This is an optimization exercise on Yosys and OpenROAD, whose aim is a short achievable clock period and few clock cycles, not a production implementation. The RTL was checked by simulation tests, not by an equivalence proof against the original design. No activity file was given, so power comes from the tool's default toggle rates.

--- design.v ---
package blob_mem_pkg;
	typedef logic [32-1:0] mem_word_t;
	typedef logic [18-1:0] mem_addr_t;
	typedef logic [7:0] color_code_t;     
	typedef logic [15:0] metric_t;        
	typedef logic [7:0] height_t;
	typedef logic [7:0] coord_t;
	typedef logic [15:0] centroid_sum_t;
	typedef struct packed {
		logic rd_en;
		mem_addr_t addr;
	} mem_rd_t;
	typedef struct packed {
		logic [32-9:0] spare;
		color_code_t code;
	} color_word_t;
	typedef struct packed {
		logic [32-25:0] spare;
		height_t height;
		metric_t size;
	} size_word_t;
	typedef struct packed {
		coord_t x;
		coord_t y;
		centroid_sum_t sum;
	} centroid_word_t;
endpackage
package tracking_pkg;
	typedef logic [16-1:0] blob_count_t;
	typedef logic [2:0] color_idx_t;     
	typedef logic [7:0] min_size_t;
	typedef enum logic {
		mode_biggest,     
		mode_highest      
	} metric_mode_t;
	typedef struct packed {
		blob_count_t blob_count;
		min_size_t min_size;
		metric_mode_t mode;
	} track_req_t;
	typedef struct packed {
		logic found;
		logic [7:0] x;
		logic [7:0] y;
		logic [15:0] sum;
		logic [15:0] metric;
	} slot_t;
	typedef logic [6*49-1:0] track_result_t;
	typedef enum logic [2:0] {
		st_idle,
		st_clear,
		st_read_color,
		st_read_metric,
		st_read_centroid,
		st_report
	} ctrl_state_t;
endpackage
`timescale 1ns/1ps
module tracking_top (
	input  logic          crystal_clk_div_by_two,
	input  logic          rst,
	input  logic          start_valid,
	input  logic [15:0]   start_count,
	input  logic [7:0]    start_min_size,
	input  logic          start_mode,
	output logic          start_ready,
	output logic          mem_rd_en,
	output logic [17:0]   mem_rd_addr,
	input  logic [31:0]   mem_rdata,
	output logic          result_valid,
	output logic [293:0]  result,
	input  logic          result_ready
);
	localparam int NC = 6;
	localparam int AW = 18;
	localparam logic [1:0] K_COLOR = 2'd0;
	localparam logic [1:0] K_SIZE = 2'd1;
	localparam logic [1:0] K_CENT = 2'd2;
	logic srdy;                  
	logic busy;                  
	logic rv;                    
	logic mode;
	logic [15:0] rem;            
	logic more;                  
	logic [AW-1:0] ca0, ca1, ca2;     
	logic rd_en;
	logic [AW-1:0] rd_addr;
	logic [1:0] rd_kind;
	logic [NC-1:0] rd_col;       
	logic [AW-1:0] rd_saddr;     
	logic [AW-1:0] rd_caddr;     
	logic d_v;
	logic [1:0] d_kind;
	logic [NC-1:0] d_col;
	logic [AW-1:0] d_saddr;
	logic [AW-1:0] d_caddr;
	logic q_color;               
	logic q_size;                
	logic [NC-1:0] q_ccol;       
	logic [NC-1:0] q_scol;       
	logic [15:0] q_metric;       
	logic q_max;                 
	logic [AW-1:0] q_saddr;
	logic [AW-1:0] q_caddr;
	logic [15:0] best [NC];      
	logic [AW-1:0] best_caddr [NC];
	logic [NC-1:0] sat;          
	logic [NC-1:0] dirty;        
	logic [NC-1:0] found;
	logic [15:0] res_metric [NC];
	logic [31:0] res_cent [NC];
	assign start_ready = srdy;
	assign result_valid = rv;
	assign mem_rd_en = rd_en;
	assign mem_rd_addr = rd_addr;
	genvar gc;
	generate
		for (gc = 0; gc < NC; gc++) begin : g_res
			assign result[49*gc +: 49] = {found[gc], res_cent[gc], res_metric[gc]};
		end
	endgenerate
	logic accept;
	assign accept = srdy && start_valid;
	logic [NC-1:0] upd;
	always_comb begin
		for (int c = 0; c < NC; c++) begin
			upd[c] = q_size && q_scol[c] && (q_metric > best[c]);
		end
	end
	logic need_size;
	assign need_size = q_color && |(q_ccol & ~sat);
	logic [NC-1:0] pend;
	logic [NC-1:0] cand;
	logic [NC-1:0] pick;
	always_comb begin
		pend = ((rd_en && rd_kind == K_SIZE) ? rd_col : '0)
			| ((d_v && d_kind == K_SIZE) ? d_col : '0)
			| (q_size ? q_scol : '0);
		cand = (|(dirty & ~pend)) ? (dirty & ~pend) : dirty;
		pick = cand & (~cand + 1'b1);     
	end
	logic [AW-1:0] pick_addr;
	always_comb begin
		pick_addr = '0;
		for (int c = 0; c < NC; c++) begin
			pick_addr = pick_addr | (pick[c] ? best_caddr[c] : '0);
		end
	end
	logic done;
	assign done = busy && !more && !rd_en && !(d_v && d_kind != K_CENT)
		&& !q_color && !q_size && (dirty == '0);
	logic [15:0] in_metric;
	logic [7:0] in_height;
	assign in_height = mem_rdata[23:16];
	always_comb begin
		if (!mode) begin
			in_metric = mem_rdata[15:0];
		end else if (in_height > 120) begin
			in_metric = '0;
		end else begin
			in_metric = {8'd0, in_height};
		end
	end
	logic [NC-1:0] in_ccol;
	always_comb begin
		for (int c = 0; c < NC; c++) begin
			in_ccol[c] = (mem_rdata[7:0] == 8'(c + 1));
		end
	end
	always_ff @(posedge crystal_clk_div_by_two) begin
		if (rst) begin
			srdy <= 1'b1;
			busy <= 1'b0;
			rv <= 1'b0;
			rd_en <= 1'b0;
			d_v <= 1'b0;
			q_color <= 1'b0;
			q_size <= 1'b0;
			more <= 1'b0;
			dirty <= '0;
		end else begin
			d_v <= rd_en;
			q_color <= d_v && d_kind == K_COLOR;
			q_size <= d_v && d_kind == K_SIZE;
			if (accept) begin
				srdy <= 1'b0;
				busy <= 1'b1;
				rd_en <= (start_count != '0);
				rd_kind <= K_COLOR;
				more <= |start_count[15:1];
				dirty <= '0;
			end else if (busy) begin
				rd_en <= 1'b0;
				if (need_size) begin
					rd_en <= 1'b1;
					rd_kind <= K_SIZE;
				end else if (more) begin
					rd_en <= 1'b1;
					rd_kind <= K_COLOR;
					more <= (rem != 16'd1);
				end else if (dirty != '0) begin
					rd_en <= 1'b1;
					rd_kind <= K_CENT;
				end
				dirty <= (dirty & ~((!need_size && !more) ? pick : '0)) | upd;
				if (done) begin
					busy <= 1'b0;
					rv <= 1'b1;
				end
			end else if (rv && result_ready) begin
				rv <= 1'b0;
				srdy <= 1'b1;
			end
		end
	end
	always_ff @(posedge crystal_clk_div_by_two) begin
		if (accept) begin
			rd_addr <= AW'(200000);
			rd_saddr <= AW'(200000 + 1);
			rd_caddr <= AW'(200000 + 2);
			ca0 <= AW'(200000 + 3);
			ca1 <= AW'(200000 + 4);
			ca2 <= AW'(200000 + 5);
			rem <= start_count - 1'b1;
			mode <= start_mode;
		end else if (need_size) begin
			rd_addr <= q_saddr;
			rd_caddr <= q_caddr;
			rd_col <= q_ccol;
		end else if (more) begin
			rd_addr <= ca0;
			rd_saddr <= ca1;
			rd_caddr <= ca2;
			ca0 <= ca0 + AW'(3);
			ca1 <= ca1 + AW'(3);
			ca2 <= ca2 + AW'(3);
			rem <= rem - 1'b1;
		end else begin
			rd_addr <= pick_addr;
			rd_col <= pick;
		end
		d_kind <= rd_kind;
		d_col <= rd_col;
		d_saddr <= rd_saddr;
		d_caddr <= rd_caddr;
		q_ccol <= in_ccol;
		q_scol <= d_col;
		q_metric <= in_metric;
		q_max <= mode ? (in_metric[7:0] == 8'(120)) : (in_metric == 16'hffff);
		q_saddr <= d_saddr;
		q_caddr <= d_caddr;
	end
	always_ff @(posedge crystal_clk_div_by_two) begin
		for (int c = 0; c < NC; c++) begin
			if (accept) begin
				best[c] <= {8'd0, start_min_size};
				sat[c] <= start_mode && (start_min_size >= 8'(120));
				found[c] <= 1'b0;
				res_metric[c] <= '0;
				res_cent[c] <= '0;
			end else begin
				if (upd[c]) begin
					best[c] <= q_metric;
					best_caddr[c] <= q_caddr;
					sat[c] <= q_max;
					found[c] <= 1'b1;
					res_metric[c] <= q_metric;
				end
				if (d_v && d_kind == K_CENT && d_col[c]) begin
					res_cent[c] <= mem_rdata;
				end
			end
		end
	end
endmodule
--- run.sh ---
#!/bin/bash
# synth_recipe.tcl (not shown) runs the flow's synth.tcl, then flattens the netlist and writes it again
# the make line also repeats each setting of config.mk as NAME=value (left out here)
make -C /OpenROAD-flow-scripts/flow DESIGN_CONFIG=/design/flow/config.mk WORK_HOME=/design/flow/orfs CLKGATE_MAP_FILE= SYNTH_SCRIPT=/design/flow/synth_recipe.tcl finish
--- config.mk ---
export PLATFORM = sky130hd
export DESIGN_NAME = tracking_top
export DESIGN_NICKNAME = tracking_top
export VERILOG_FILES = /design/flow/design.v
export SDC_FILE = /design/flow/constraint.sdc
export NUM_CORES = 4
export LEC_CHECK = 0
export CAP_MARGIN = 20
export CORE_MARGIN = 2
export CORE_UTILIZATION = 40
export SLEW_MARGIN = 20
--- constraint.sdc ---
create_clock -name core_clock -period 8.0 [get_ports {crystal_clk_div_by_two}]
set_input_delay 1.6000 -clock core_clock [delete_from_list [all_inputs] [get_ports {crystal_clk_div_by_two}]]
set_output_delay 1.6000 -clock core_clock [all_outputs]
set_load 0.01 [all_outputs]
==> results.json, run 1 <==
{
  "status": "no timing/DRC/antenna violations",
  "cts_hold_buf": 0,
  "dieWidth_um": 270,
  "die_h_um": 270,
  "h-tree-depth": 3,
  "cts_made_buffers": 77,
  "via_count": 21800,
  "rsz0062_at_grt": "no",
  "min_from": "d_caddr[1]",
  "skew_ns": 0.0204,
  "io_buffers": 375,
  "fin_area_mm2": 0.0353,
  "drv_slew": 0,
  "synth.distinct_cells": 67,
  "grt_max_degree": 196,
  "swShare_pct": 23.5,
  "worstHoldPathType": "flop to flop",
  "dp_hpwl_um": 59100,
  "cts_setup_buffers": 0,
  "p_int_w": 0.00627,
  "synth_warnings": 5,
  "utilization_pct": 50.4,
  "detailedRoute.firstPassIterationCount": 5,
  "ys_seq_area_share_pct": 57.1,
  "arrival_ns": 4.46,
  "cts_buffer_depth": 3,
  "synth_top_area_share_pct": 37.2,
  "seq_area_mm2": 0.0161,
  "start_util_pct": 40.3,
  "clock-sinks": 712,
  "die_area_mm2": 0.0728,
  "clock_latency_ns": 0.63,
  "cts_root_buf": "clkbuf_16",
  "gr-total-overflow": 0,
  "irDropWorstVdd_mv": 0.128,
  "num-fill-cells": 6317,
  "worstPathRequired_ns": 8.44,
  "p_clk_share_pct": 45.5,
  "hold_ws_ns": 0.323,
  "multi_input_area_mm2": 0.0106,
  "gp_congestion": 0.857,
  "cp-end-kind": "flop",
  "fin_nets": 3360,
  "io_pins": 376,
  "period_share_pct": 50.3,
  "mostFrequentLayoutCell": "nand2_1",
  "grt_usage_pct": 22.7,
  "worstHoldEndpoint": "q_caddr[1]",
  "clock.fmax_ghz": 0.249,
  "crit_type": "input pin to flop",
  "pwr_density_cell_mw_per_mm2": 232,
  "r2r_end": "best_caddr[3][16]",
  "ys.flop_type": "dfxtp_1",
  "r2r_start": "q_metric[9]",
  "core_area_mm2": 0.0700,
  "synth_area_leader_cell": "dfxtp_1",
  "power_frac_comb_pct": 6.6,
  "syn_to_final_growth_pct": 24.8,
  "setup_viol": 0,
  "netlist_area_mm2": 0.0283,
  "final_cell_mix": "nand2_1 (667), dfxtp_1 (524), clkdlybuf4s50_1 (375)",
  "worst_pin_slew_ns": 0.969,
  "path_clk_slew_ns": 0.06,
  "p_switching_w": 0.00193,
  "grt_pass1_vias": 21100,
  "cts_tree": "yes",
  "cp-start-kind": "input pin",
  "wirelength_um": 85000,
  "postSynth.asyncResetShare_pct": 0,
  "avgSynthCellArea_um2": 9.68,
  "min_period_ns": 4.02,
  "regToRegSetupSlack_ns": 4.59,
  "synthCells": 2918,
  "hold_path_depth": 0,
  "syn-num-nets": 3081,
  "num_rows": 97,
  "synthTopCellsByArea": "dfxtp_1 (37%), edfxtp_1 (20%), nand2_1 (8.9%), a21oi_1 (4.7%), ha_1 (4.5%)",
  "power_leakage_nw": 12.9,
  "synth_edf_count": 187,
  "dpl_cell_area_mm2": 0.0326,
  "hold_viol": 0,
  "dr.first_iter.drc_count": 1668,
  "drive_gt1_share_pct": 6.02,
  "synth_seq_cells": 712,
  "antenna_found_initial": 1,
  "cts_resized": 0,
  "tns_ns": 0,
  "viasPerCell": 5.20,
  "maxSlewHeadroom_pct": 34.6,
  "cap_violations": 0,
  "drc_errors": 0,
  "grt_pass1_wl_um": 128000,
  "wire_per_inst_um": 20.3,
  "ant_nets": 0,
  "path_max_fanout": 71,
  "reg2regPathDepth": 10,
  "p_seq_share_pct": 47.9
}
[flip-flops by register name (all words and copies together) (netlist names), 16 cells and up]
register / flops
ca0: 18
q_metric: 16
rd_addr: 18
rem: 16
d_caddr: 18
res_metric: 48
best: 96
ca1: 18
res_cent: 192
best_caddr: 108
d_saddr: 18
rd_saddr: 18
q_caddr: 18
q_saddr: 18
ca2: 18
rd_caddr: 18
[cell families (layout without fill, tap and decap cells)]
kind of cell | count (synthesis) | count (layout) | share of synthesized area, %
flip-flops | 712 | 712 | 57.1
AO/OA/AOI/OAI | 496 | 496 | 10.4
AND/OR/NAND/NOR | 1085 | 1085 | 16.8
other | 0 | 1 | 0
multiplexers | 102 | 102 | 3.61
adder cells (fa/ha/maj) | 102 | 102 | 4.52
buffers and inverters | 355 | 695 | 5.50
XOR/XNOR | 66 | 66 | 2.05
[worst max-delay path, cell delays in order]
cell	delay [ns]
clkdlybuf4s50_1	0.44
nand2_4	0.34
buf_4	0.71
buf_4	0.68
nand2_1	0.30
nand2_1	0.26
[cell usage after synthesis (3+ instances only)]
master / n
a211oi_1: 21
a21o_1: 15
a21oi_1: 265
a221o_1: 22
a221oi_1: 6
a31o_2: 6
a31oi_1: 18
a32oi_1: 8
and2_1: 11
and3_1: 12
and4_1: 4
buf_1: 11
buf_2: 14
buf_4: 48
clkbuf_1: 142
dfxtp_1: 525
edfxtp_1: 187
ha_1: 102
inv_1: 134
mux2i_1: 102
nand2_1: 668
nand2b_1: 8
nand3_1: 88
nand4_1: 28
nand4b_1: 15
nor2_1: 133
nor2b_1: 25
nor3_1: 32
nor3b_1: 8
nor4_1: 17
nor4b_1: 6
o211ai_1: 5
o21a_1: 10
o21ai_0: 85
o22ai_1: 8
o31a_1: 5
o31ai_1: 3
or3_1: 17
or4_1: 3
xnor2_1: 40
xor2_1: 26
[cell type report]
cell class                      count  area share, %
Timing Repair Buffer              419           11.6
Antenna cell                        1        0.00710
Clock buffer                      107           6.48
Inverter                          136           1.47
Clock inverter                     33           1.19
Tap cell                          940           3.34
Sequential cell                   712           45.7
Multi-Input combinational cell   1851           30.2
[worst max-delay path by stage]
stage                     cells after the start               end        start
after floorplan                               6  best_caddr[0][0]  start_valid
after detailed placement                      6        best[2][5]  start_valid
final                                         6        best[0][5]  start_valid
after global routing                          6        best[0][5]  start_valid
after CTS                                     6        best[0][5]  start_valid
after global placement                        6        best[2][5]  start_valid
[layer usage]
| metal | global-route usage, % | part of all wire [%] |
|---|---|---|
| met5 | 0 | 0 |
| met4 | 8.96 | 3.7 |
| met3 | 2.82 | 4.0 |
| met2 | 40.5 | 51 |
| met1 | 27.8 | 41 |
[metrics by stage]
step / worst slack, ns / instances / total power [W]
floorplan: 4.28 / 2918 / 0.00430
global placement: 3.40 / 4057 / 0.00452
detailed placement: 3.33 / 4058 / 0.00454
CTS: 3.99 / 4198 / 0.00826
global route: 3.79 / 4199 / 0.00848
finish: 3.98 / 4199 / 0.00819
[power groups by stage]
| stage | combinational [W] | clock [W] | sequential (W) |
|---|---|---|---|
| after floorplan | 0.000333 | 0 | 0.00397 |
| after global placement | 0.000521 | 0 | 0.00400 |
| after detailed placement | 0.000539 | 0 | 0.00401 |
| after CTS | 0.000542 | 0.00379 | 0.00393 |
| after global routing | 0.000597 | 0.00394 | 0.00394 |
| final | 0.000540 | 0.00373 | 0.00393 |
Testbench counts, summed over its fixed seeds: cycles 23,924.
==> run 2: changes to the inputs <==
--- a/design.v
+++ b/design.v
@@ -146,8 +146,10 @@
 			pick_addr = pick_addr | (pick[c] ? best_caddr[c] : '0);
 		end
 	end
+	logic go_color;
+	assign go_color = more && !(&sat);
 	logic done;
-	assign done = busy && !more && !rd_en && !(d_v && d_kind != K_CENT)
+	assign done = busy && !go_color && !rd_en && !(d_v && d_kind != K_CENT)
 		&& !q_color && !q_size && (dirty == '0);
 	logic [15:0] in_metric;
 	logic [7:0] in_height;
@@ -194,7 +196,7 @@
 				if (need_size) begin
 					rd_en <= 1'b1;
 					rd_kind <= K_SIZE;
-				end else if (more) begin
+				end else if (go_color) begin
 					rd_en <= 1'b1;
 					rd_kind <= K_COLOR;
 					more <= (rem != 16'd1);
@@ -202,7 +204,7 @@
 					rd_en <= 1'b1;
 					rd_kind <= K_CENT;
 				end
-				dirty <= (dirty & ~((!need_size && !more) ? pick : '0)) | upd;
+				dirty <= (dirty & ~((!need_size && !go_color) ? pick : '0)) | upd;
 				if (done) begin
 					busy <= 1'b0;
 					rv <= 1'b1;
@@ -227,7 +229,7 @@
 			rd_addr <= q_saddr;
 			rd_caddr <= q_caddr;
 			rd_col <= q_ccol;
-		end else if (more) begin
+		end else if (go_color) begin
 			rd_addr <= ca0;
 			rd_saddr <= ca1;
 			rd_caddr <= ca2;
--- a/config.mk
+++ b/config.mk
@@ -5,7 +5,9 @@
 export SDC_FILE = /design/flow/constraint.sdc
 export NUM_CORES = 4
 export LEC_CHECK = 0
+export ABC_CLOCK_PERIOD_IN_PS = 2500
 export CAP_MARGIN = 20
 export CORE_MARGIN = 2
 export CORE_UTILIZATION = 40
+export SETUP_SLACK_MARGIN = 5
 export SLEW_MARGIN = 20
==> run 2 against run 1 <==
  * Critical path depth is the same
  * Synthesized area grew 0.19%
  * Synthesized cell count grew 0.51%
  * Routed wire length grew 3.9%
  * Count of clock-buffer cells in the layout grew 5
  * Clock power shrank 2%
  * Global-route usage grew 0.88 points
  * Critical path type unchanged
==> results.json, run 2 <==
{
  "status": "no timing/DRC/antenna violations",
  "r2r_start": "q_metric[3]",
  "pwr_density_cell_mw_per_mm2": 234,
  "synth_warnings": 5,
  "p_total_w": 0.00826,
  "synth.distinct_cells": 71,
  "num-fill-cells": 6448,
  "crit_buf_inv": 1,
  "cp-end-kind": "flop",
  "cts_tree": "yes",
  "drive_gt1_share_pct": 8.13,
  "clock_latency_ns": 0.63,
  "r2r_end": "res_metric[3][4]",
  "cts_root_buf": "clkbuf_16",
  "final_cell_mix": "nand2_1 (640), dfxtp_1 (507), dlygate4sd2_1 (317)",
  "seq_area_mm2": 0.0162,
  "die_h_um": 270,
  "synthCells": 2933,
  "detailedRoute.firstPassIterationCount": 6,
  "critPathTopFamily": "simple AND/OR/NAND/NOR gates",
  "cts_buffer_depth": 3,
  "hold_viol": 0,
  "cts_made_buffers": 77,
  "dieWidth_um": 270,
  "start_util_pct": 40.4,
  "synth_seq_cells": 712,
  "netlist_top_cells_count": "nand2_1 (646), dfxtp_1 (525), a21oi_1 (267)",
  "path_cells": "clkdlybuf4s50_1 > or4_4 > or3_1 > xnor2_1 > nand2_1 > o21ai_1",
  "antenna_found_initial": 3,
  "hold_ws_ns": 0.307,
  "synth_top_area_share_pct": 37.1,
  "avgSynthCellArea_um2": 9.65,
  "gp_congestion": 0.824,
  "io_pins": 376,
  "ant_nets": 0,
  "max_stage_delay_ns": 0.55,
  "reg2regPathDepth": 9,
  "yosysMostFrequentCell": "nand2_1",
  "dp_hpwl_um": 57500,
  "worst_pin_slew_ns": 1.06,
  "crit_type": "input pin to flop",
  "cp_slowest_cell": "or4_4",
  "h-tree-depth": 3,
  "synthTopCellsByArea": "dfxtp_1 (37%), edfxtp_1 (20%), nand2_1 (8.6%), a21oi_1 (4.7%), ha_1 (4.5%)",
  "ys_seq_area_share_pct": 57.0,
  "skew_ns": 0.0398,
  "ys.flop_type": "dfxtp_1",
  "drc_errors": 0,
  "path_clk_slew_ns": 0.06,
  "arrival_ns": 3.29,
  "die_area_mm2": 0.0729,
  "syn_to_final_growth_pct": 24.9,
  "synth_edf_count": 187,
  "grt_max_degree": 120,
  "drv_slew": 0,
  "irDropWorstVdd_mv": 0.168,
  "regToRegSetupSlack_ns": 5.12,
  "largest_reg_flops": 192,
  "reg_top3": "res_cent x192, best_caddr x108, best x96",
  "grt_pass1_wl_um": 133000,
  "cap_violations": 0,
  "io_buffers": 375,
  "gr-total-overflow": 0,
  "setup_viol": 0,
  "maxSlewHeadroom_pct": 28.8,
  "period_share_pct": 36.8,
  "synth_area_leader_cell": "dfxtp_1",
  "clock-sinks": 712,
  "cp-start-kind": "input pin",
  "syn-num-nets": 3096,
  "multi_input_area_mm2": 0.0109,
  "dp_slack_ns": 2.93,
  "wirelength_um": 88400,
  "crit_path_start": "start_count[10]",
  "mostFrequentLayoutCell": "nand2_1",
  "num_rows": 97,
  "rsz0062_at_grt": "yes",
  "power_leakage_nw": 14.6,
  "min_from": "d_saddr[6]",
  "dr.first_iter.drc_count": 1558,
  "top_register": "res_cent",
  "wire_per_inst_um": 20.9,
  "worstPathRequired_ns": 8.35,
  "path_max_fanout": 4,
  "core_area_mm2": 0.0700,
  "worstHoldEndpoint": "q_saddr[6]",
  "grt_usage_pct": 23.6,
  "worstHoldPathType": "flop to flop",
  "postSynth.asyncResetShare_pct": 0,
  "netlist_area_mm2": 0.0283,
  "fin_nets": 3386,
  "viasPerCell": 5.27,
  "clock.fmax_ghz": 0.340,
  "tns_ns": 0,
  "min_period_ns": 2.94,
  "via_count": 22300,
  "hold_path_depth": 0,
  "grt_pass1_vias": 22200,
  "layout_setup_ws_ns": 5.06
}
## run 2: changes by cell type in the layout (fill, tap and decap cells not counted), sizes merged, moves of 15 or more
cell           change
mux2i             -34
clkdlybuf4s50    -322
and4              +15
a22oi             +36
o211ai            +16
nand2             -19
a221o             -21
dlygate4sd2      +317
nor2              +38
## run 2: repair_timing
action / in CTS / in global routing
buffers inserted: 15 / 7
pin swaps: 8 / 5
setup endpoints to repair: 932 / 157
gates resized for setup: 355 / 23
hold buffers: 0 / 0
gates cloned: 7 / 0
## run 2: where the power goes
group	leakage [nW]	internal [W]	switching (W)
Combinational	7.31	0.000218	0.000390
Clock	1.31	0.00220	0.00147
Sequential	6.02	0.00385	0.000126
## run 2: final cells by class
type | instances | share of cell area, %
Timing Repair Buffer | 433 | 11.2
Clock inverter | 29 | 1.04
Sequential cell | 712 | 45.7
Timing Repair inverter | 2 | 0.0495
Inverter | 131 | 1.45
Antenna cell | 1 | 0.00708
Multi-Input combinational cell | 1866 | 30.8
Tap cell | 940 | 3.33
Clock buffer | 112 | 6.49
## run 2: how the worst max path moves through the flow
stage                     slack [ns]  depth (start not counted)                end
after CTS                       5.00                          9   res_metric[0][7]
final                           5.06                          6            rem[13]
after floorplan                 5.00                          5            rem[13]
after global routing            4.98                          7  best_caddr[5][17]
after global placement          2.97                          5         best[5][0]
after detailed placement        2.93                          5         best[5][2]
## run 2: kinds of logic after synthesis
| family | share of synthesized area, % |
|---|---|
| AND/OR/NAND/NOR | 17.5 |
| flip-flops | 57.0 |
| AO/OA/AOI/OAI | 10.7 |
| buffers and inverters | 5.68 |
| adder cells (fa/ha/maj) | 4.51 |
| XOR/XNOR | 2.23 |
| multiplexers | 2.40 |
## run 2: metal layers
metal  GRT usage, %  vias to the layer above  routed length, µm
li1               -                    10600                  -
met1           29.2                    10700              36600
met2           38.8                      848              41100
met3           7.09                      152               7890
met4           8.52                        2               2740
met5              0                        -                 13
## run 2: per-stage QoR
step                instance area (µm²)  utilization (%)  instances
finish                            35400             50.5       4226
global route                      35400             50.5       4226
CTS                               35200             50.2       4218
detailed placement                32600             46.5       4055
global placement                  32600             46.5       4055
floorplan                         28400                -       2933
Testbench counts of run 2, summed over its fixed seeds: cycles 23,594.
==> run 3: changes to the inputs <==
--- a/design.v
+++ b/design.v
@@ -119,8 +119,6 @@
 			assign result[49*gc +: 49] = {found[gc], res_cent[gc], res_metric[gc]};
 		end
 	endgenerate
-	logic accept;
-	assign accept = srdy && start_valid;
 	logic [NC-1:0] upd;
 	always_comb begin
 		for (int c = 0; c < NC; c++) begin
@@ -184,10 +182,10 @@
 			d_v <= rd_en;
 			q_color <= d_v && d_kind == K_COLOR;
 			q_size <= d_v && d_kind == K_SIZE;
-			if (accept) begin
-				srdy <= 1'b0;
-				busy <= 1'b1;
-				rd_en <= (start_count != '0);
+			if (srdy) begin
+				srdy <= !start_valid;
+				busy <= start_valid;
+				rd_en <= start_valid && (start_count != '0);
 				rd_kind <= K_COLOR;
 				more <= |start_count[15:1];
 				dirty <= '0;
@@ -216,7 +214,7 @@
 		end
 	end
 	always_ff @(posedge crystal_clk_div_by_two) begin
-		if (accept) begin
+		if (srdy) begin
 			rd_addr <= AW'(200000);
 			rd_saddr <= AW'(200000 + 1);
 			rd_caddr <= AW'(200000 + 2);
@@ -254,7 +252,7 @@
 	end
 	always_ff @(posedge crystal_clk_div_by_two) begin
 		for (int c = 0; c < NC; c++) begin
-			if (accept) begin
+			if (srdy) begin
 				best[c] <= {8'd0, start_min_size};
 				sat[c] <= start_mode && (start_min_size >= 8'(120));
 				found[c] <= 1'b0;
==> run 3 against run 2 <==
  * Die area increased by 0.93%
  * Critical path type is now flop to primary output
  * Clock power grew 4%
  * Combinational power decreased by 17%
  * Core utilization down 0.14 points
  * Highest routed layer unchanged
  * Clock skew fell by 0.0013 ns
  * Non-clock buffer count unchanged
  * Fmax decreased by 1.1%
==> results.json, run 3 <==
{
  "p_int_w": 0.00628,
  "synth.distinct_cells": 72,
  "start_util_pct": 40.6,
  "cts_made_buffers": 77,
  "io_pins": 376,
  "yosysMostFrequentCell": "nand2_1",
  "num_rows": 97,
  "clock-sinks": 712,
  "core_area_mm2": 0.0704,
  "final_cell_mix": "nand2_1 (562), dfxtp_1 (510), dlygate4sd2_1 (311)",
  "crit_type": "flop to primary output",
  "dieWidth_um": 271,
  "path_max_fanout": 2,
  "cts_root_buf": "clkbuf_16",
  "avgSynthCellArea_um2": 9.83,
  "worstHoldPathType": "flop to flop",
  "utilization_pct": 50.3,
  "power_leakage_nw": 14.4,
  "wire_per_inst_um": 21.4,
  "io_buffers": 375,
  "worst_pin_slew_ns": 1.05,
  "die_area_mm2": 0.0736,
  "maxSlewHeadroom_pct": 30.2,
  "rsz0062_at_grt": "no",
  "critPathTopFamily": "buffers and inverters",
  "viasPerCell": 5.26,
  "max_stage_delay_ns": 0.39,
  "dr.first_iter.drc_count": 1605,
  "gp_congestion": 0.875,
  "synth_warnings": 5,
  "netlist_area_mm2": 0.0286,
  "cp_slowest_cell": "dlygate4sd2_1",
  "grt_pass1_wl_um": 134000,
  "grtUsageMet1_pct": 31.3,
  "syn_to_final_growth_pct": 24.0,
  "fin_nets": 3357,
  "p_seq_share_pct": 47.2,
  "clock.fmax_ghz": 0.336,
  "min_period_ns": 2.97,
  "netlist_top_cells_count": "nand2_1 (564), dfxtp_1 (525), a21oi_1 (265)",
  "dp_hpwl_um": 61800,
  "ys_seq_area_share_pct": 56.4,
  "top_register": "res_cent",
  "p_switching_w": 0.00191,
  "tns_ns": 0,
  "antenna_found_initial": 8,
  "reg_top3": "res_cent x192, best_caddr x108, best x96",
  "grt_usage_pct": 23.8,
  "hold_viol": 0,
  "power_frac_comb_pct": 6.1,
  "postSynth.asyncResetShare_pct": 0,
  "synth_edf_count": 187,
  "skew_ns": 0.0385,
  "path_cells": "dlygate4sd2_1",
  "wirelength_um": 89800,
  "cp-start-kind": "flop",
  "cts_hold_buf": 0,
  "clock_latency_ns": 0.63,
  "detailedRoute.firstPassIterationCount": 7,
  "use_met2_pct": 37.1,
  "period_share_pct": 37.2,
  "ant_nets": 0,
  "cts_buffer_depth": 3,
  "synthCells": 2907,
  "ys.flop_type": "dfxtp_1",
  "syn-num-nets": 3070,
  "crit_buf_inv": 1,
  "grt_max_degree": 217,
  "status": "no timing/DRC/antenna violations",
  "drc_errors": 0,
  "gr-usage-met3_pct": 7.48,
  "largest_reg_flops": 192,
  "synth_top_area_share_pct": 36.8,
  "cp-end-kind": "primary output",
  "setup_viol": 0,
  "arrival_ns": 1.37,
  "swShare_pct": 23.3,
  "drv_slew": 0,
  "cap_violations": 0,
  "path_clk_slew_ns": 0.06,
  "cts_tree": "yes",
  "synth_area_leader_cell": "dfxtp_1",
  "gr-total-overflow": 0,
  "synthTopCellsByArea": "dfxtp_1 (37%), edfxtp_1 (20%), nand2_1 (7.4%), a21oi_1 (4.6%), ha_1 (4.5%)",
  "irDropWorstVdd_mv": 0.156,
  "via_count": 22100,
  "drive_gt1_share_pct": 7.71,
  "synth_seq_cells": 712,
  "die_h_um": 271,
  "p_clk_share_pct": 46.7,
  "top_usage_layer": "met2",
  "grt_pass1_vias": 21500,
  "mostFrequentLayoutCell": "nand2_1",
  "pwr_density_cell_mw_per_mm2": 231,
  "worstPathRequired_ns": 6.40,
  "h-tree-depth": 3
}
## run 3: cell count changes after synthesis, moves of 11 or more
cell      before  now
nand4_1       31   43
nand2b_1       9  101
nor2_1       169  155
o211ai_1      21    8
mux2i_1       68   92
a221oi_1       1   15
nand2_1      646  564
a22oi_1       37    8
nand3b_1       3   24
nand3_1       78   30
a311oi_1      11   22
a222oi_1       1   18
and4_1        15    2
## run 3: power groups by stage
| stage | Clock [W] | Sequential (W) | Combinational [W] |
|---|---|---|---|
| after floorplan | 0 | 0.00391 | 0.000316 |
| after global placement | 0 | 0.00394 | 0.000485 |
| after detailed placement | 0 | 0.00394 | 0.000497 |
| after CTS | 0.00388 | 0.00386 | 0.000499 |
| after global routing | 0.00404 | 0.00387 | 0.000558 |
| final | 0.00382 | 0.00386 | 0.000502 |
## run 3: logic make-up after synthesis
group | after synthesis | synth area share (%)
xor+xnor | 66 | 2.02
buf+inv | 364 | 5.76
compound gates | 502 | 10.7
fa+ha+maj | 102 | 4.47
flops | 712 | 56.4
simple gates | 1069 | 17.4
mux | 92 | 3.22
## run 3: path summary, 6_finish.rpt
path	start	slack (ns)	to	depth (start not counted)
worst max-delay path	res_metric[3][4]	5.03	result[151]	1
worst max register to register	q_metric[15]	5.08	best_caddr[5][3]	8
worst min register to register	d_caddr[0]	0.31	q_caddr[0]	0
worst min-delay path	d_caddr[0]	0.31	q_caddr[0]	0
## run 3: final cells by class
class | count | area [µm²]
inverter | 138 | 518
multi-input combinational | 1832 | 11000
clock inverter | 34 | 533
antenna | 4 | 10.0
timing repair buffer | 433 | 3830
sequential | 712 | 16100
fill | 6521 | 35000
clock buffer | 105 | 2210
tap | 940 | 1180
## run 3: repair_timing
item / in CTS / in global routing
setup buffers: 13 / 5
gates resized for setup: 349 / 21
setup endpoints to repair: 496 / 175
pin swaps: 10 / 3
cloned: 1 / 0
## run 3: metrics by stage
stage	worst slack (ns)	cells	cell area [µm²]	total power, W	hold WS [ns]
after floorplan	4.91	2907	28600	0.00422	0.310
after global placement	4.08	4036	32800	0.00443	0.310
after detailed placement	4.02	4036	32800	0.00444	0.312
after CTS	4.97	4189	35300	0.00824	0.312
after global routing	5.00	4198	35400	0.00847	0.317
final	5.03	4198	35400	0.00818	0.306
## run 3: per-layer routing
layer	wire length [µm]	up-vias
li1	-	10500
met4	2630	4
met5	23	-
met3	8760	156
met2	40100	806
met1	38300	10600
Testbench counts of run 3, summed over its fixed seeds: cycles 23,594.
==> run 4: changes to the inputs <==
--- a/design.v
+++ b/design.v
@@ -100,11 +100,16 @@
 	logic [NC-1:0] q_scol;       
 	logic [15:0] q_metric;       
 	logic q_max;                 
+	logic q_need;                
+	logic [NC-1:0] q_gtb;        
+	logic q_gtq;                 
+	logic [NC-1:0] pupd;         
 	logic [AW-1:0] q_saddr;
 	logic [AW-1:0] q_caddr;
 	logic [15:0] best [NC];      
 	logic [AW-1:0] best_caddr [NC];
 	logic [NC-1:0] sat;          
+	logic all_sat;
 	logic [NC-1:0] dirty;        
 	logic [NC-1:0] found;
 	logic [15:0] res_metric [NC];
@@ -122,11 +127,11 @@
 	logic [NC-1:0] upd;
 	always_comb begin
 		for (int c = 0; c < NC; c++) begin
-			upd[c] = q_size && q_scol[c] && (q_metric > best[c]);
+			upd[c] = q_size && q_scol[c] && (pupd[c] ? q_gtq : q_gtb[c]);
 		end
 	end
 	logic need_size;
-	assign need_size = q_color && |(q_ccol & ~sat);
+	assign need_size = q_color && q_need;
 	logic [NC-1:0] pend;
 	logic [NC-1:0] cand;
 	logic [NC-1:0] pick;
@@ -145,21 +150,25 @@
 		end
 	end
 	logic go_color;
-	assign go_color = more && !(&sat);
+	assign go_color = more && !all_sat;
 	logic done;
 	assign done = busy && !go_color && !rd_en && !(d_v && d_kind != K_CENT)
 		&& !q_color && !q_size && (dirty == '0);
 	logic [15:0] in_metric;
 	logic [7:0] in_height;
+	logic [15:0] in_size;
+	logic in_hok;
+	logic [NC-1:0] in_gtb;
+	logic in_gtq;
 	assign in_height = mem_rdata[23:16];
-	always_comb begin
-		if (!mode) begin
-			in_metric = mem_rdata[15:0];
-		end else if (in_height > 120) begin
-			in_metric = '0;
-		end else begin
-			in_metric = {8'd0, in_height};
-		end
+	assign in_size = mem_rdata[15:0];
+	assign in_hok = (in_height <= 8'(120));
+	assign in_metric = mode ? (in_hok ? {8'd0, in_height} : 16'd0) : in_size;
+	always_comb begin
+		for (int c = 0; c < NC; c++) begin
+			in_gtb[c] = mode ? (in_hok && ({8'd0, in_height} > best[c])) : (in_size > best[c]);
+		end
+		in_gtq = mode ? (in_hok && ({8'd0, in_height} > q_metric)) : (in_size > q_metric);
 	end
 	logic [NC-1:0] in_ccol;
 	always_comb begin
@@ -188,6 +197,7 @@
 				rd_en <= start_valid && (start_count != '0);
 				rd_kind <= K_COLOR;
 				more <= |start_count[15:1];
+				all_sat <= start_mode && (start_min_size >= 8'(120));
 				dirty <= '0;
 			end else if (busy) begin
 				rd_en <= 1'b0;
@@ -197,12 +207,13 @@
 				end else if (go_color) begin
 					rd_en <= 1'b1;
 					rd_kind <= K_COLOR;
-					more <= (rem != 16'd1);
+					more <= (rem != 16'd2);
 				end else if (dirty != '0) begin
 					rd_en <= 1'b1;
 					rd_kind <= K_CENT;
 				end
 				dirty <= (dirty & ~((!need_size && !go_color) ? pick : '0)) | upd;
+				all_sat <= &sat;
 				if (done) begin
 					busy <= 1'b0;
 					rv <= 1'b1;
@@ -221,7 +232,7 @@
 			ca0 <= AW'(200000 + 3);
 			ca1 <= AW'(200000 + 4);
 			ca2 <= AW'(200000 + 5);
-			rem <= start_count - 1'b1;
+			rem <= start_count;
 			mode <= start_mode;
 		end else if (need_size) begin
 			rd_addr <= q_saddr;
@@ -246,7 +257,11 @@
 		q_ccol <= in_ccol;
 		q_scol <= d_col;
 		q_metric <= in_metric;
-		q_max <= mode ? (in_metric[7:0] == 8'(120)) : (in_metric == 16'hffff);
+		q_max <= mode ? (in_height == 8'(120)) : (in_size == 16'hffff);
+		q_need <= |(in_ccol & ~sat);
+		q_gtb <= in_gtb;
+		q_gtq <= in_gtq;
+		pupd <= upd;
 		q_saddr <= d_saddr;
 		q_caddr <= d_caddr;
 	end
==> run 4 against run 3 <==
  * Still clean on timing, DRC and antenna
  * Synthesized cell count is 5.2% higher
  * Sequential share of layout area is 1.1 points lower
  * Flip-flop and latch count is 15 higher
  * Core utilization is 0.57 points lower
  * Die area is 4.7% higher
  * Synthesized area is 4.8% higher
  * Sequential power is 2% higher
  * Critical path depth is 8 higher
  * Clock skew is 0.010 ns lower
  * Critical endpoint is now q_gtb[2]
  * Largest cell class unchanged
  * Largest power group unchanged
==> results.json, run 4 <==
{
  "detailedRoute.firstPassIterationCount": 5,
  "cts_root_buf": "clkbuf_16",
  "via_count": 23000,
  "wirelength_um": 93100,
  "synthCells": 3059,
  "min_period_ns": 2.97,
  "r2r_end": "rd_addr[6]",
  "dp_slack_ns": 3.66,
  "die_area_mm2": 0.0771,
  "tns_ns": 0,
  "synth_warnings": 5,
  "irDropWorstVdd_mv": 0.167,
  "drive_gt1_share_pct": 8.64,
  "clock_latency_ns": 0.64,
  "final_cell_mix": "nand2_1 (557), dfxtp_1 (526), dlygate4sd2_1 (313)",
  "viasPerCell": 5.24,
  "io_buffers": 375,
  "fin_nets": 3596,
  "cts_made_buffers": 78,
  "regToRegSetupSlack_ns": 5.20,
  "power_leakage_nw": 14.8,
  "cp-end-kind": "flop",
  "start_util_pct": 40.3,
  "h-tree-depth": 3,
  "avgSynthCellArea_um2": 9.79,
  "grt_pass1_vias": 22000,
  "setup_viol": 0,
  "min_from": "d_saddr[11]",
  "cp-start-kind": "input pin",
  "postSynth.asyncResetShare_pct": 0,
  "arrival_ns": 3.47,
  "ys.flop_type": "dfxtp_1",
  "worstPathRequired_ns": 8.51,
  "syn-num-nets": 3293,
  "dieWidth_um": 278,
  "hold_viol": 0,
  "num-fill-cells": 7067,
  "hold_path_depth": 0,
  "die_h_um": 278,
  "cts_buffer_depth": 3,
  "synth_seq_cells": 727,
  "path_max_fanout": 12,
  "antenna_cells": 0,
  "netlist_top_cells_count": "nand2_1 (561), dfxtp_1 (539), a21oi_1 (275)",
  "wire_per_inst_um": 21.2,
  "crit_type": "input pin to flop",
  "largest_reg_flops": 192,
  "grt_usage_pct": 23.6,
  "drc_errors": 0,
  "num_rows": 100,
  "worstHoldEndpoint": "q_saddr[11]",
  "r2r_start": "q_size",
  "gr-total-overflow": 0,
  "synth.distinct_cells": 76,
  "period_share_pct": 37.1,
  "status": "no timing/DRC/antenna violations",
  "io_pins": 376,
  "fin_area_mm2": 0.0370,
  "layout_setup_ws_ns": 5.03,
  "drv_slew": 0,
  "antenna_found_initial": 2,
  "ant_nets": 0,
  "worstHoldPathType": "flop to flop",
  "grt_pass1_wl_um": 139000,
  "ys_seq_area_share_pct": 54.9,
  "top_register": "res_cent",
  "clock.fmax_ghz": 0.337,
  "synth_edf_count": 188,
  "gp_congestion": 0.860,
  "synthTopCellsByArea": "dfxtp_1 (36%), edfxtp_1 (19%), ha_1 (7.2%), nand2_1 (7.0%), a21oi_1 (4.6%)",
  "dp_hpwl_um": 60900,
  "cts_tree": "yes",
  "synth_area_leader_cell": "dfxtp_1",
  "clock-sinks": 727,
  "rsz0062_at_grt": "yes",
  "skew_ns": 0.0281,
  "synth_top_area_share_pct": 36.0,
  "dpl_cell_area_mm2": 0.0343,
  "reg2regPathDepth": 7,
  "grt_max_degree": 217,
  "syn_to_final_growth_pct": 23.6,
  "netlist_area_mm2": 0.0299,
  "path_clk_slew_ns": 0.06,
  "worst_pin_slew_ns": 1.06,
  "mostFrequentLayoutCell": "nand2_1",
  "yosysMostFrequentCell": "nand2_1",
  "cap_violations": 0,
  "maxSlewHeadroom_pct": 29.2,
  "core_area_mm2": 0.0743,
  "dr.first_iter.drc_count": 1664,
  "reg_top3": "res_cent x192, best_caddr x108, best x96",
  "pwr_density_cell_mw_per_mm2": 223
}
run 4: power breakdown:
part | internal (W) | switching [W]
clock network | 0.00216 | 0.00153
registers | 0.00386 | 0.0000786
logic | 0.000236 | 0.000391
run 4: layer usage:
metal	global-route usage, %	part of all wire, %	up-vias
met4	10.0	4.5	2
met5	0	0.0086	-
li1	-	-	11100
met1	29.2	41	11100
met3	3.31	4.9	200
met2	41.2	49	630
run 4: cells by family (layout without fill, tap and decap cells):
group / count (synthesis) / in the layout / share of synthesized area [%]
flip-flops: 727 / 727 / 54.9
buffers and inverters: 363 / 730 / 5.29
AO/OA/AOI/OAI: 560 / 560 / 11.5
AND/OR/NAND/NOR: 1076 / 1076 / 15.9
adder cells (fa/ha/maj): 173 / 173 / 7.23
multiplexers: 106 / 106 / 3.56
XOR/XNOR: 54 / 54 / 1.58
run 4: worst max-delay path by stage:
| stage | slack, ns | endpoint | from |
|---|---|---|---|
| 3_5_place_dp | 3.66 | q_gtb[0] | mem_rdata[8] |
| 2_1_floorplan | 5.01 | q_gtb[0] | mem_rdata[13] |
| 3_3_place_gp | 3.70 | q_gtb[0] | mem_rdata[8] |
| 5_1_grt | 4.97 | q_gtb[5] | mem_rdata[1] |
| 6_report | 5.03 | q_gtb[2] | mem_rdata[2] |
| 4_1_cts | 4.89 | q_gtb[0] | mem_rdata[13] |
run 4: through the flow:
stage	instances	hold WS (ns)	util [%]	power, W
detailed placement	4228	0.312	46.2	0.00462
global route	4395	0.330	49.8	0.00855
finish	4395	0.324	49.8	0.00826
floorplan	3059	0.310	-	0.00436
global placement	4228	0.310	46.2	0.00461
CTS	4384	0.327	49.5	0.00832
run 4: cell type report:
class | instances | area [µm²] | share of cell area (%)
sequential | 727 | 16500 | 44.5
timing repair buffer | 447 | 4030 | 10.9
tap | 969 | 1210 | 3.28
inverter | 139 | 526 | 1.42
clock buffer | 111 | 2310 | 6.25
clock inverter | 33 | 344 | 0.930
multi-input combinational | 1969 | 12100 | 32.8
run 4: repair_timing:
action | in CTS | in global routing
buffers inserted | 12 | 11
endpoints found under the setup margin | 333 | 19
gates resized for setup | 395 | 37
pin swaps | 8 | 12
hold buffers | 0 | 0
run 4: critical path: stages:
cell	delay, ns
clkdlybuf4s50_1	0.45
buf_12	0.17
ha_1	0.31
o21a_1	0.10
o21ai_0	0.18
a21oi_1	0.12
a2111oi_2	0.27
o31a_1	0.19
o21ai_1	0.08
Testbench counts of run 4, summed over its fixed seeds: cycles 23,597.
==> run 5: changes to the inputs <==
==> flow/run.sh (new file) <==
#!/bin/bash
set -uo pipefail
MARGIN=${FLOW_SETUP_MARGIN:-5.4}
sed "s/SETUP_SLACK_MARGIN=[0-9.]*/SETUP_SLACK_MARGIN=${MARGIN}/" standard.sh > standard_tight.sh
bash standard_tight.sh > standard_tight.log 2>&1
rc=$?
mkdir -p orfs_logs
cp -r orfs/logs/. orfs_logs/ 2>/dev/null
exit $rc
==> standard.sh (new file) <==
#!/bin/bash
# synth_recipe.tcl (not shown) runs the flow's synth.tcl, then flattens the netlist and writes it again
# the make line also repeats each setting of config.mk as NAME=value (left out here)
make -C /OpenROAD-flow-scripts/flow DESIGN_CONFIG=/design/flow/config.mk WORK_HOME=/design/flow/orfs CLKGATE_MAP_FILE= SYNTH_SCRIPT=/design/flow/synth_recipe.tcl "${@:-finish}"
removed: run.sh
==> run 5 against run 4 <==
  * Via count rose by 6.7%
  * Global-route usage rose by 2.1 points
  * Flip-flop and latch count did not move
  * Count of clock-buffer cells in the layout rose by 8
  * Register-to-register slack improved by 0.27 ns
  * First-iteration DRC count rose by 15%
  * Clock skew fell by 0.0034 ns
  * Setup slack improved by 0.24 ns
==> results.json, run 5 <==
{
  "synth_edf_count": 188,
  "core_area_mm2": 0.0743,
  "drc_errors": 0,
  "cts_buffer_depth": 3,
  "period_share_pct": 34.1,
  "reg_top3": "res_cent x192, best_caddr x108, best x96",
  "arrival_ns": 1.13,
  "drive_gt1_share_pct": 30.4,
  "cts_made_buffers": 80,
  "synth.distinct_cells": 76,
  "netlist_area_mm2": 0.0299,
  "syn-num-nets": 3293,
  "synth-compound-area-share_pct": 11.5,
  "synthCells": 3059,
  "viasPerCell": 5.41,
  "yosysMostFrequentCell": "nand2_1",
  "grtUsageMet1_pct": 31.8,
  "min_period_ns": 2.73,
  "cp_slowest_cell": "dfxtp_4",
  "power_leakage_nw": 15.2,
  "largest_reg_flops": 192,
  "skew_ns": 0.0247,
  "synth_adder_area_share_pct": 7.23,
  "antenna_found_initial": 0,
  "regToRegSetupSlack_ns": 5.47,
  "grt_usage_pct": 25.7,
  "io_pins": 376,
  "max_stage_delay_ns": 0.36,
  "num_rows": 100,
  "ant_nets": 0,
  "wire_per_inst_um": 22.6,
  "top_usage_layer": "met2",
  "cp-end-kind": "primary output",
  "cts_tree": "yes",
  "crit_buf_inv": 1,
  "detailedRoute.firstPassIterationCount": 6,
  "cts_root_buf": "clkbuf_16",
  "synth_seq_cells": 727,
  "tns_ns": 0,
  "mostFrequentLayoutCell": "nand2_1",
  "antenna_cells": 0,
  "cts_hold_buf": 0,
  "use_met2_pct": 44.0,
  "setup_viol": 0,
  "worstPathRequired_ns": 6.40,
  "grt_pass1_wl_um": 152000,
  "synth_warnings": 5,
  "wirelength_um": 102000,
  "postSynth.asyncResetShare_pct": 0,
  "path_max_fanout": 2,
  "clock-sinks": 727,
  "die_area_mm2": 0.0771,
  "cap_violations": 0,
  "fin_nets": 3738,
  "path_cells": "buf_6",
  "num-fill-cells": 6528,
  "muxShareOfSynthArea_pct": 3.56,
  "drv_slew": 0,
  "path_clk_slew_ns": 0.06,
  "worst_pin_slew_ns": 1.11,
  "dpl_cell_area_mm2": 0.0345,
  "irDropWorstVdd_mv": 0.150,
  "status": "no timing/DRC/antenna violations",
  "clock.fmax_ghz": 0.367,
  "dr.first_iter.drc_count": 1908,
  "gr-usage-met3_pct": 4.83,
  "syn_to_final_growth_pct": 33.4,
  "cp-start-kind": "flop",
  "gr-total-overflow": 0,
  "final_cell_mix": "nand2_1 (561), buf_6 (315), dfxtp_2 (274)",
  "grt_pass1_vias": 24200,
  "synth_top_area_share_pct": 36.0,
  "io_buffers": 375,
  "hold_ws_ns": 0.317,
  "crit_type": "flop to primary output",
  "synth_top_family_by_area": "simple AND/OR/NAND/NOR gates",
  "worstHoldPathType": "flop to flop",
  "fin_area_mm2": 0.0399,
  "clock_latency_ns": 0.64,
  "dieWidth_um": 278,
  "netlist_top_cells_count": "nand2_1 (561), dfxtp_1 (539), a21oi_1 (275)",
  "min_from": "d_saddr[13]",
  "grt_max_degree": 103,
  "pwr_density_cell_mw_per_mm2": 209,
  "critPathTopFamily": "flip-flops",
  "top_register": "res_cent",
  "hold_viol": 0,
  "h-tree-depth": 3,
  "ys.flop_type": "dfxtp_1",
  "reg2regPathDepth": 8,
  "ys_seq_area_share_pct": 54.9,
  "start_util_pct": 40.3,
  "worstHoldEndpoint": "q_saddr[13]",
  "avgSynthCellArea_um2": 9.79,
  "hold_path_depth": 0,
  "via_count": 24600,
  "r2r_end": "rd_addr[6]",
  "r2r_start": "rd_en",
  "synthTopCellsByArea": "dfxtp_1 (36%), edfxtp_1 (19%), ha_1 (7.2%), nand2_1 (7.0%), a21oi_1 (4.6%)",
  "synth_area_leader_cell": "dfxtp_1",
  "maxSlewHeadroom_pct": 25.1,
  "synth-simple-area-share_pct": 15.9,
  "gp_congestion": 0.905,
  "rsz0062_at_grt": "yes",
  "die_h_um": 278,
  "synth_xor_area_share_pct": 1.58,
  "dp_hpwl_um": 65400
}
run 5: cell counts after synthesis:
No cell type changed its count.
run 5: how the worst max path moves through the flow:
stage,from,end,slack (ns),depth (start not counted)
detailed placement,mem_rdata[0],q_gtb[2],3.66,10
floorplan,mem_rdata[1],q_gtb[0],5.03,8
global route,best[2][9],result[107],5.25,1
finish,best[0][14],result[14],5.27,1
CTS,best[2][9],result[107],5.25,1
global placement,mem_rdata[0],q_gtq,3.71,10
run 5: what timing repair did:
| action | 4_1_cts | 5_1_grt |
|---|---|---|
| endpoints found under the setup margin | 646 | 450 |
| pin swaps | 41 | 38 |
| resized for setup | 2165 | 76 |
| buffers inserted | 97 | 50 |
| gates cloned | 6 | 3 |
run 5: layout make-up:
cell class	count	area [µm²]	share of cell area, %
well taps	969	1210	3.04
inverters	139	534	1.34
multi-input cells	1970	12500	31.4
clock buffers	119	2320	5.82
clock inverters	29	308	0.771
repair buffers	586	6130	15.4
flip-flops and latches	727	16900	42.3
run 5: cell families (layout without fill, tap and decap cells):
family          Yosys count  in the layout
fa+ha+maj               173            173
flops                   727            727
compound gates          560            561
xor+xnor                 54             54
mux                     106            106
buf+inv                 363            873
simple gates           1076           1076
run 5: metrics by stage:
stage	std cells	utilization [%]	worst slack, ns	total power, W
4_1_cts	4486	52.7	5.25	0.00838
3_5_place_dp	4235	46.4	3.66	0.00464
5_1_grt	4539	53.7	5.25	0.00865
2_1_floorplan	3059	-	5.03	0.00437
6_report	4539	53.7	5.27	0.00836
3_3_place_gp	4235	46.4	3.71	0.00462
run 5: power breakdown:
group	leakage (nW)	internal (W)	switching (W)
combinational	7.72	0.000288	0.000429
clock	1.31	0.00216	0.00155
sequential	6.22	0.00386	0.0000810
run 5: layer usage:
| layer | vias up | share of wire, % |
|---|---|---|
| met2 | 852 | 48 |
| met4 | 0 | 4.3 |
| met1 | 12100 | 41 |
| met3 | 219 | 6.2 |
| met5 | - | 0 |
| li1 | 11400 | - |

## what the ideal ports hide
Ports are ideal in the flow. The routed layouts listed here were re-timed in OpenROAD. Step 1, drivers: a clkbuf_16 drives crystal_clk_div_by_two and a buf_2 each remaining input, both assumed. Step 2 moves the port delays by t, midway between the first and last clock arrival at a register: inputs arrive t later, outputs are due t later. That takes back most of the time a late clock gives input paths. Three values: no drivers, after step 1, after step 2; two values: the first two.
| run | shift t [ns] | setup WS [ns] | hold WS [ns] | latest minus earliest clock arrival (ns) | slew at the worst register clock pin (ns) |
|---|---|---|---|---|---|
| run 1 | 0.679 | 3.980 / 4.016 / 3.337 | 0.323 / 0.323 / 0.323 | 0.024 / 0.024 | 0.06 / 0.06 |
| run 2 | 0.672 | 5.059 / 5.007 / 4.427 | 0.307 / 0.307 / 0.307 | 0.040 / 0.040 | 0.06 / 0.06 |
| run 3 | 0.676 | 5.027 / 4.966 / 4.432 | 0.306 / 0.306 / 0.306 | 0.039 / 0.039 | 0.07 / 0.07 |
| run 4 | 0.690 | 5.034 / 4.972 / 4.386 | 0.324 / 0.324 / 0.324 | 0.035 / 0.035 | 0.07 / 0.07 |
| run 5 | 0.690 | 5.274 / 5.209 / 4.649 | 0.317 / 0.317 / 0.317 | 0.028 / 0.028 | 0.07 / 0.07 |
After both steps every run listed still meets setup and hold. The setup slack of run 4, which loses most, moves by -0.062 ns with the drivers and by -0.648 ns with both steps.
